From an optimization exercise on the open Yosys and OpenROAD flow, aimed at small area, a short achievable clock period and few clock cycles; shortcuts taken in it are not production practice. In this exercise RTL edits were held to simulation tests only and were not proved equivalent to the original. The clock input has no modelled driver; a real chip could not lean on it and would need a root buffer or a full tree. Power is estimated from default activity; no workload was simulated.

== lane 4 ==
==> flow/design.v <==
package bnn_pkg;
    localparam logic [2:0] ST_IDLE  = 3'd0;
    localparam logic [2:0] ST_HDR   = 3'd1;
    localparam logic [2:0] ST_FILL1 = 3'd2;
    localparam logic [2:0] ST_FILL2 = 3'd3;
    localparam logic [2:0] ST_CONV  = 3'd4;
    localparam int MIN_N = 3;
    localparam int POP_W = 4;
    localparam int WIN_W = 9;
    localparam int OUT_W = 14;    
    localparam logic [15:0] END_MARK_DEF = 16'h00FF;
endpackage
import bnn_pkg::*;
module bnn_row_conv
#(
    parameter int DATA_W = 16
) (
    input  logic [DATA_W-1:0] row_n2,
    input  logic [DATA_W-1:0] row_n1,
    input  logic [DATA_W-1:0] row_n,
    input  logic [WIN_W-1:0]  weight,
    input  logic [POP_W-1:0]  thresh,
    output logic [OUT_W-1:0]  out_row
);
    always_comb begin
        logic [WIN_W-1:0] win;
        logic [1:0]       s0, s1, s2;
        logic [POP_W-1:0] pop;
        for (int j = 0; j < OUT_W; j++) begin
            win = {row_n[j +: 3], row_n1[j +: 3], row_n2[j +: 3]} ~^ weight;
            s0  = 2'(win[0]) + 2'(win[1]) + 2'(win[2]);
            s1  = 2'(win[3]) + 2'(win[4]) + 2'(win[5]);
            s2  = 2'(win[6]) + 2'(win[7]) + 2'(win[8]);
            pop = POP_W'(s0) + POP_W'(s1) + POP_W'(s2);
            out_row[j] = (pop > thresh);
        end
    end
endmodule
import bnn_pkg::*;
module bnn_conv_engine
#(
    parameter int                DATA_W   = 16,
    parameter int                ADDR_W   = 12,
    parameter int                NUM_FILT = 4,
    parameter logic [DATA_W-1:0] END_MARK = DATA_W'(END_MARK_DEF)
) (
    input  logic              clk,
    input  logic              reset,
    input  logic              run,
    input  logic [3:0]        cfg_thresh,
    output logic              busy,
    output logic              done,
    output logic              err,
    output logic [ADDR_W-1:0] dut_sram_read_address,
    input  logic [DATA_W-1:0] sram_dut_read_data,
    output logic [ADDR_W-1:0] dut_sram_write_address,
    output logic [DATA_W-1:0] dut_sram_write_data,
    output logic              wr_enable,
    output logic [ADDR_W-1:0] dut_wmem_read_address,
    input  logic [DATA_W-1:0] wmem_dut_read_data
);
    logic [2:0]         state_q;
    logic               busy_q, done_q, err_q;
    logic [ADDR_W-1:0]  rd_addr_q;
    logic [1:0]         wm_addr_q;       
    logic [3:0]         rows_left_q;     
    logic [3:0]         ncol_q;          
    logic [POP_W-1:0]   thresh_q;
    logic [DATA_W-1:0]  row_n2_q, row_n1_q;
    logic               wr_en_q;
    logic [ADDR_W-1:0]  wr_addr_q;
    logic [OUT_W-1:0]   wr_data_q;
    logic [DATA_W-1:0]  rdata;
    logic               hdr_end, hdr_bad;
    logic [OUT_W-1:0]   conv_row;
    logic [OUT_W-1:0]   col_mask;
    logic               unused_wbits;
    assign rdata        = sram_dut_read_data;
    assign hdr_end      = (rdata == END_MARK);
    assign hdr_bad      = (rdata < DATA_W'(MIN_N)) || (rdata > DATA_W'(DATA_W));
    assign unused_wbits = ^wmem_dut_read_data[DATA_W-1:WIN_W];
    bnn_row_conv #(.DATA_W(DATA_W)) u_row_conv (
        .row_n2  (row_n2_q),
        .row_n1  (row_n1_q),
        .row_n   (rdata),
        .weight  (wmem_dut_read_data[WIN_W-1:0]),
        .thresh  (thresh_q),
        .out_row (conv_row)
    );
    always_comb begin
        for (int j = 0; j < OUT_W; j++) col_mask[j] = (4'(j) < ncol_q);
    end
    always_ff @(posedge clk) begin
        if (reset) begin
            state_q   <= ST_IDLE;
            busy_q    <= 1'b0;
            done_q    <= 1'b0;
            err_q     <= 1'b0;
            rd_addr_q <= '0;
            wm_addr_q <= '0;
            wr_en_q   <= 1'b0;
        end else begin
            done_q  <= 1'b0;
            wr_en_q <= 1'b0;
            case (state_q)
                ST_IDLE: begin
                    busy_q    <= 1'b0;
                    rd_addr_q <= '0;
                    wm_addr_q <= '0;
                    if (run) begin
                        busy_q    <= 1'b1;
                        err_q     <= 1'b0;
                        rd_addr_q <= ADDR_W'(1);
                        state_q   <= ST_HDR;
                    end
                end
                ST_HDR: begin
                    wm_addr_q <= '0;
                    if (hdr_end || hdr_bad) begin
                        err_q   <= !hdr_end;
                        done_q  <= 1'b1;
                        state_q <= ST_IDLE;
                    end else begin
                        rd_addr_q <= rd_addr_q + ADDR_W'(1);
                        state_q   <= ST_FILL1;
                    end
                end
                ST_FILL1: begin
                    rd_addr_q <= rd_addr_q + ADDR_W'(1);
                    state_q   <= ST_FILL2;
                end
                ST_FILL2: begin
                    wm_addr_q <= 2'd1;
                    state_q   <= ST_CONV;
                end
                ST_CONV: begin
                    wr_en_q   <= 1'b1;
                    wm_addr_q <= wm_addr_q + 2'd1;
                    if (wm_addr_q == 2'd3) rd_addr_q <= rd_addr_q + ADDR_W'(1);
                    if (wm_addr_q == 2'd0 && rows_left_q == 4'd1) begin
                        rd_addr_q <= rd_addr_q + ADDR_W'(1);
                        state_q   <= ST_HDR;
                    end
                end
                default: state_q <= ST_IDLE;
            endcase
        end
    end
    always_ff @(posedge clk) begin
        if (state_q == ST_IDLE && run) thresh_q <= cfg_thresh;
        if (state_q == ST_HDR) begin
            ncol_q      <= 4'(rdata - DATA_W'(2));
            rows_left_q <= 4'(rdata - DATA_W'(2));
        end
        if (state_q == ST_FILL1 || state_q == ST_FILL2 ||
            (state_q == ST_CONV && wm_addr_q == 2'd0)) begin
            row_n2_q <= row_n1_q;
            row_n1_q <= rdata;
        end
        if (state_q == ST_CONV && wm_addr_q == 2'd0) rows_left_q <= rows_left_q - 4'd1;
        wr_data_q <= conv_row & col_mask;
        if (state_q == ST_IDLE) wr_addr_q <= '0;
        else if (wr_en_q) wr_addr_q <= wr_addr_q + ADDR_W'(1);
    end
    assign busy                   = busy_q;
    assign done                   = done_q;
    assign err                    = err_q;
    assign dut_sram_read_address  = rd_addr_q;
    assign dut_wmem_read_address  = ADDR_W'(wm_addr_q);
    assign dut_sram_write_address = wr_addr_q;
    assign dut_sram_write_data    = DATA_W'(wr_data_q);
    assign wr_enable              = wr_en_q;
endmodule
clock: 6.0 ns
lec_check: 0
cap_margin: 20
core_margin: 2
core_utilization: 40
slew_margin: 20
run.sh (not shown) runs the stock make flow with config.mk's settings and CLKGATE_MAP_FILE= SYNTH_SCRIPT=/design/flow/synth_recipe.tcl, a recipe that flattens the netlist after the stock synthesis.
Testbench counts of lane 4, summed over its fixed seeds: cycles 8,806.
## Diff of input files: lane 2 against lane 4
--- a/flow/design.v
+++ b/flow/design.v
@@ -22,19 +22,30 @@
     input  logic [POP_W-1:0]  thresh,
     output logic [OUT_W-1:0]  out_row
 );
     always_comb begin
         logic [WIN_W-1:0] win;
-        logic [1:0]       s0, s1, s2;
-        logic [POP_W-1:0] pop;
+        logic [2:0]       s, c;
+        logic             s0, c1a, s1b, c2;
+        logic [POP_W-1:0] pop, gt, eq;
         for (int j = 0; j < OUT_W; j++) begin
             win = {row_n[j +: 3], row_n1[j +: 3], row_n2[j +: 3]} ~^ weight;
-            s0  = 2'(win[0]) + 2'(win[1]) + 2'(win[2]);
-            s1  = 2'(win[3]) + 2'(win[4]) + 2'(win[5]);
-            s2  = 2'(win[6]) + 2'(win[7]) + 2'(win[8]);
-            pop = POP_W'(s0) + POP_W'(s1) + POP_W'(s2);
-            out_row[j] = (pop > thresh);
+            for (int r = 0; r < 3; r++) begin
+                s[r] = win[3*r] ^ win[3*r+1] ^ win[3*r+2];
+                c[r] = (win[3*r] & win[3*r+1]) | (win[3*r] & win[3*r+2]) | (win[3*r+1] & win[3*r+2]);
+            end
+            s0  = s[0] ^ s[1] ^ s[2];
+            c1a = (s[0] & s[1]) | (s[0] & s[2]) | (s[1] & s[2]);
+            s1b = c[0] ^ c[1] ^ c[2];
+            c2  = (c[0] & c[1]) | (c[0] & c[2]) | (c[1] & c[2]);
+            pop[0] = s0;
+            pop[1] = c1a ^ s1b;
+            pop[2] = c2 ^ (c1a & s1b);
+            pop[3] = c2 & c1a & s1b;
+            gt = pop & ~thresh;
+            eq = pop ~^ thresh;
+            out_row[j] = gt[3] | (eq[3] & (gt[2] | (eq[2] & (gt[1] | (eq[1] & gt[0])))));
         end
     end
 endmodule
 import bnn_pkg::*;
 module bnn_conv_engine
### Flow results
Lane 2 vs lane 4, instance count: lane 2 lower. Final critical delay including setup and external delays: lane 2 vs lane 4 down 0.90 ns. For first-pass GRT wire length, dividing the value from lane 4 by the value from lane 2 gives 1.2. Compare lane 4 and lane 2 | post-synthesis simple-gate area fraction higher: lane 4. Of lane 2 and lane 4, it is lane 2 that has the higher worst setup timing slack at the placement stage. Between lane 2 and lane 4, the required time of the worst setup path figures differ only marginally. Summary of lane 2 over lane 4: post-route worst setup slack now larger; area added between synthesis and finish now larger; tightest slew margin relative to the limit now larger. Looking at total power, lane 2 sits 0.56 mW below lane 4.
Testbench counts of lane 2, summed over its fixed seeds: cycles 8,806.

Setup of main:
Another version of the RTL of bnn_conv_engine (not shown whole).
For scale: about 900 cells after synthesis, roughly 180 flip-flops, about 95 I/O pins.
==> flow/config.mk <==
export PLATFORM = sky130hd
export DESIGN_NAME = bnn_conv_engine
export DESIGN_NICKNAME = bnn_conv_engine
export VERILOG_FILES = /design/flow/design.v
export SDC_FILE = /design/flow/constraint.sdc
export NUM_CORES = 4
export LEC_CHECK = 0
export CAP_MARGIN = 20
export CORE_MARGIN = 2
export CORE_UTILIZATION = 40
export SETUP_SLACK_MARGIN = 4.0
export SLEW_MARGIN = 20
==> flow/constraint.sdc <==
create_clock -name core_clock -period 6.0 [get_ports {clk}]
set_input_delay 1.2000 -clock core_clock [delete_from_list [all_inputs] [get_ports {clk}]]
set_output_delay 1.2000 -clock core_clock [all_outputs]
set_load 0.01 [all_outputs]
standard.sh (not shown) runs the stock make flow with config.mk's settings and CLKGATE_MAP_FILE= SYNTH_SCRIPT=/design/flow/synth_recipe.tcl, a recipe that flattens the netlist after the stock synthesis.
==> flow/flow/run.sh <==
#!/bin/bash
set -euo pipefail
export BUFFER_PORTS_ARGS="-buffer_cell sky130_fd_sc_hd__buf_2"
export PRE_CTS_TCL="$PWD/flow/clock_tree.tcl"
bash standard.sh > flow.log 2>&1
Other scripts of this flow, unchanged in this note and not shown: flow/flow/clock_tree.tcl
main: PASS, flow complete, no timing, DRC or antenna violations
Testbench counts of main, summed over its fixed seeds: cycles 8,812.
Modified inputs, the feature branch compared to main
diff --git a/flow/design.v b/flow/design.v
--- a/flow/design.v
+++ b/flow/design.v
@@ -1,24 +1,21 @@
 package bnn_pkg;
     localparam logic [3:0] ST_IDLE = 4'd0;
     localparam logic [3:0] ST_S1   = 4'd1;    
     localparam logic [3:0] ST_S2   = 4'd2;    
     localparam logic [3:0] ST_S3   = 4'd3;
     localparam logic [3:0] ST_F1   = 4'd4;    
     localparam logic [3:0] ST_F2   = 4'd5;
     localparam logic [3:0] ST_CONV = 4'd6;
     localparam logic [3:0] ST_FIN1 = 4'd7;    
     localparam logic [3:0] ST_FIN  = 4'd8;    
-    localparam logic [1:0] NX_ROW = 2'd0;    
-    localparam logic [1:0] NX_IMG = 2'd1;    
-    localparam logic [1:0] NX_END = 2'd2;    
     localparam int MIN_N = 3;
     localparam int POP_W = 4;
     localparam int WIN_W = 9;
     localparam int OUT_W = 14;    
     localparam logic [15:0] END_MARK_DEF = 16'h00FF;
 endpackage
 import bnn_pkg::*;
 module bnn_row_pop
 #(
     parameter int DATA_W = 16
 ) (
@@ -84,23 +81,23 @@
     output logic              done,
     output logic              err,
     output logic [ADDR_W-1:0] dut_sram_read_address,
     input  logic [DATA_W-1:0] sram_dut_read_data,
     output logic [ADDR_W-1:0] dut_sram_write_address,
     output logic [DATA_W-1:0] dut_sram_write_data,
     output logic              wr_enable,
     output logic [ADDR_W-1:0] dut_wmem_read_address,
     input  logic [DATA_W-1:0] wmem_dut_read_data
 );
     logic [3:0]         state_q;
-    logic [1:0]         next_q;          
+    logic               last_q;          
     logic               busy_q, done_q, err_q;
     logic               first_q;         
     logic               hdr_term_q;      
     logic               hdr_bad_q;       
     logic [ADDR_W-1:0]  rd_addr_q;
     logic [1:0]         wm_addr_q;       
     logic [3:0]         rows_left_q;     
     logic [3:0]         n_q;             
     logic [POP_W-1:0]   thresh_q;
     logic [DATA_W-1:0]  row_n2_q, row_n1_q, row_n_q;
     logic [WIN_W-1:0]   weight_q;
@@ -202,49 +199,43 @@
                 ST_CONV: begin
                     wm_addr_q <= wm_addr_q + 2'd1;
                     if (ph3 || (last_row && (ph1 || ph2)))
                         rd_addr_q <= rd_addr_q + ADDR_W'(1);
                     if (abort) begin
                         err_q     <= hdr_bad_q;
                         done_q    <= 1'b1;
                         rd_addr_q <= ADDR_W'(1);
                         state_q   <= ST_IDLE;
                     end
                     if (ph2 && last_row) err_q <= hdr_bad_q;
-                    if (ph3) begin
-                        case (next_q)
-                            NX_IMG: begin
-                                wm_addr_q <= 2'd0;
-                                state_q   <= ST_F1;
-                            end
-                            NX_END:  state_q <= ST_FIN1;
-                            default: ;
-                        endcase
+                    if (ph3 && last_q) begin
+                        if (hdr_term_q) begin
+                            state_q   <= ST_FIN1;
+                        end else begin
+                            wm_addr_q <= 2'd0;
+                            state_q   <= ST_F1;
+                        end
                     end
                 end
                 ST_FIN1: state_q <= ST_FIN;
                 ST_FIN:  state_q <= ST_IDLE;
                 default: state_q <= ST_IDLE;
             endcase
             if (state_q == ST_FIN) done_q <= 1'b1;
         end
     end
     always_ff @(posedge clk) begin
         hdr_term_q <= hdr_end || hdr_bad;
         hdr_bad_q  <= hdr_bad && !hdr_end;
         if (state_q == ST_IDLE && run) thresh_q <= cfg_thresh;
-        if (ph2) begin
-            if (!last_row)       next_q <= NX_ROW;
-            else if (hdr_term_q) next_q <= NX_END;
-            else                 next_q <= NX_IMG;
-        end
+        if (ph2) last_q <= last_row;
         if (state_q == ST_S3)      first_q <= 1'b1;
         else if (ph1)              first_q <= 1'b0;
         if ((first_q && ph0) || (ph2 && last_row)) rows_left_q <= rdata[3:0];
         else if (ph2)                               rows_left_q <= rows_left_q - 4'd1;
         if (first_q && ph0)        n_q <= rdata[3:0];
         else if (state_q == ST_F1) n_q <= rows_left_q;
         if (shift) begin
             row_n2_q <= row_n1_q;
             row_n1_q <= row_n_q;
             row_n_q  <= rdata;
         end
The feature branch went all the way through the flow, and no timing, DRC or antenna check failed.
For fraction of synthesized cell area in xor and xnor cells, the feature branch and main come out practically identical.
Compared with main, the feature branch shows a clock network power share that is 6.9 points lower.
Between the feature branch and main, the worst setup slack is higher for main.
Summary: worst hold-check slack, the feature branch better than main
Path depth of the worst reg2reg path | the feature branch below main
Changes observed in the feature branch relative to main: routed wire length has decreased, synthesized area decreased by 0.71% relative to the old numbers, final area saw a decrease.
Testbench counts of the feature branch, summed over its fixed seeds: cycles 8,812.
No run of this note takes its clock network from TritonCTS; it comes from the design's own scripts or RTL.

static timing again, ports no longer ideal:
No port has a modelled driver above. Below, the same layouts with a new extraction and two added sets of constraints.
Step 1, drivers: a clkbuf_16 drives clk and a buf_2 each remaining input, both assumed.
Step 2 times the ports against the registers' clock, not the clock port: input delays grow and output delays shrink by t, the midpoint of the rising clock arrivals with the driver on.
Three values: ideal, step 1, step 2; two values: the first two.
run | t, ns | setup slack, ns | latest minus earliest clock arrival (ns) | worst data-port slew with drivers (ns) | cell pins on the clock port's net
lane 4 | 0.391 | 0.689 / 0.706 / 0.316 | 0.007 / 0.007 | 0.07 | 1
lane 2 | 0.390 | 1.590 / 1.608 / 1.218 | 0.007 / 0.008 | 0.07 | 1
main | 0.332 | 4.039 / 3.948 / 3.799 | 0.019 / 0.019 | 0.07 | 4
the feature branch | 0.326 | 4.019 / 3.928 / 3.774 | 0.009 / 0.008 | 0.06 | 4
After both steps setup and hold are still met in every run listed. The setup slack of lane 4, which loses most, moves by +0.017 ns with the drivers and by -0.373 ns with both steps.
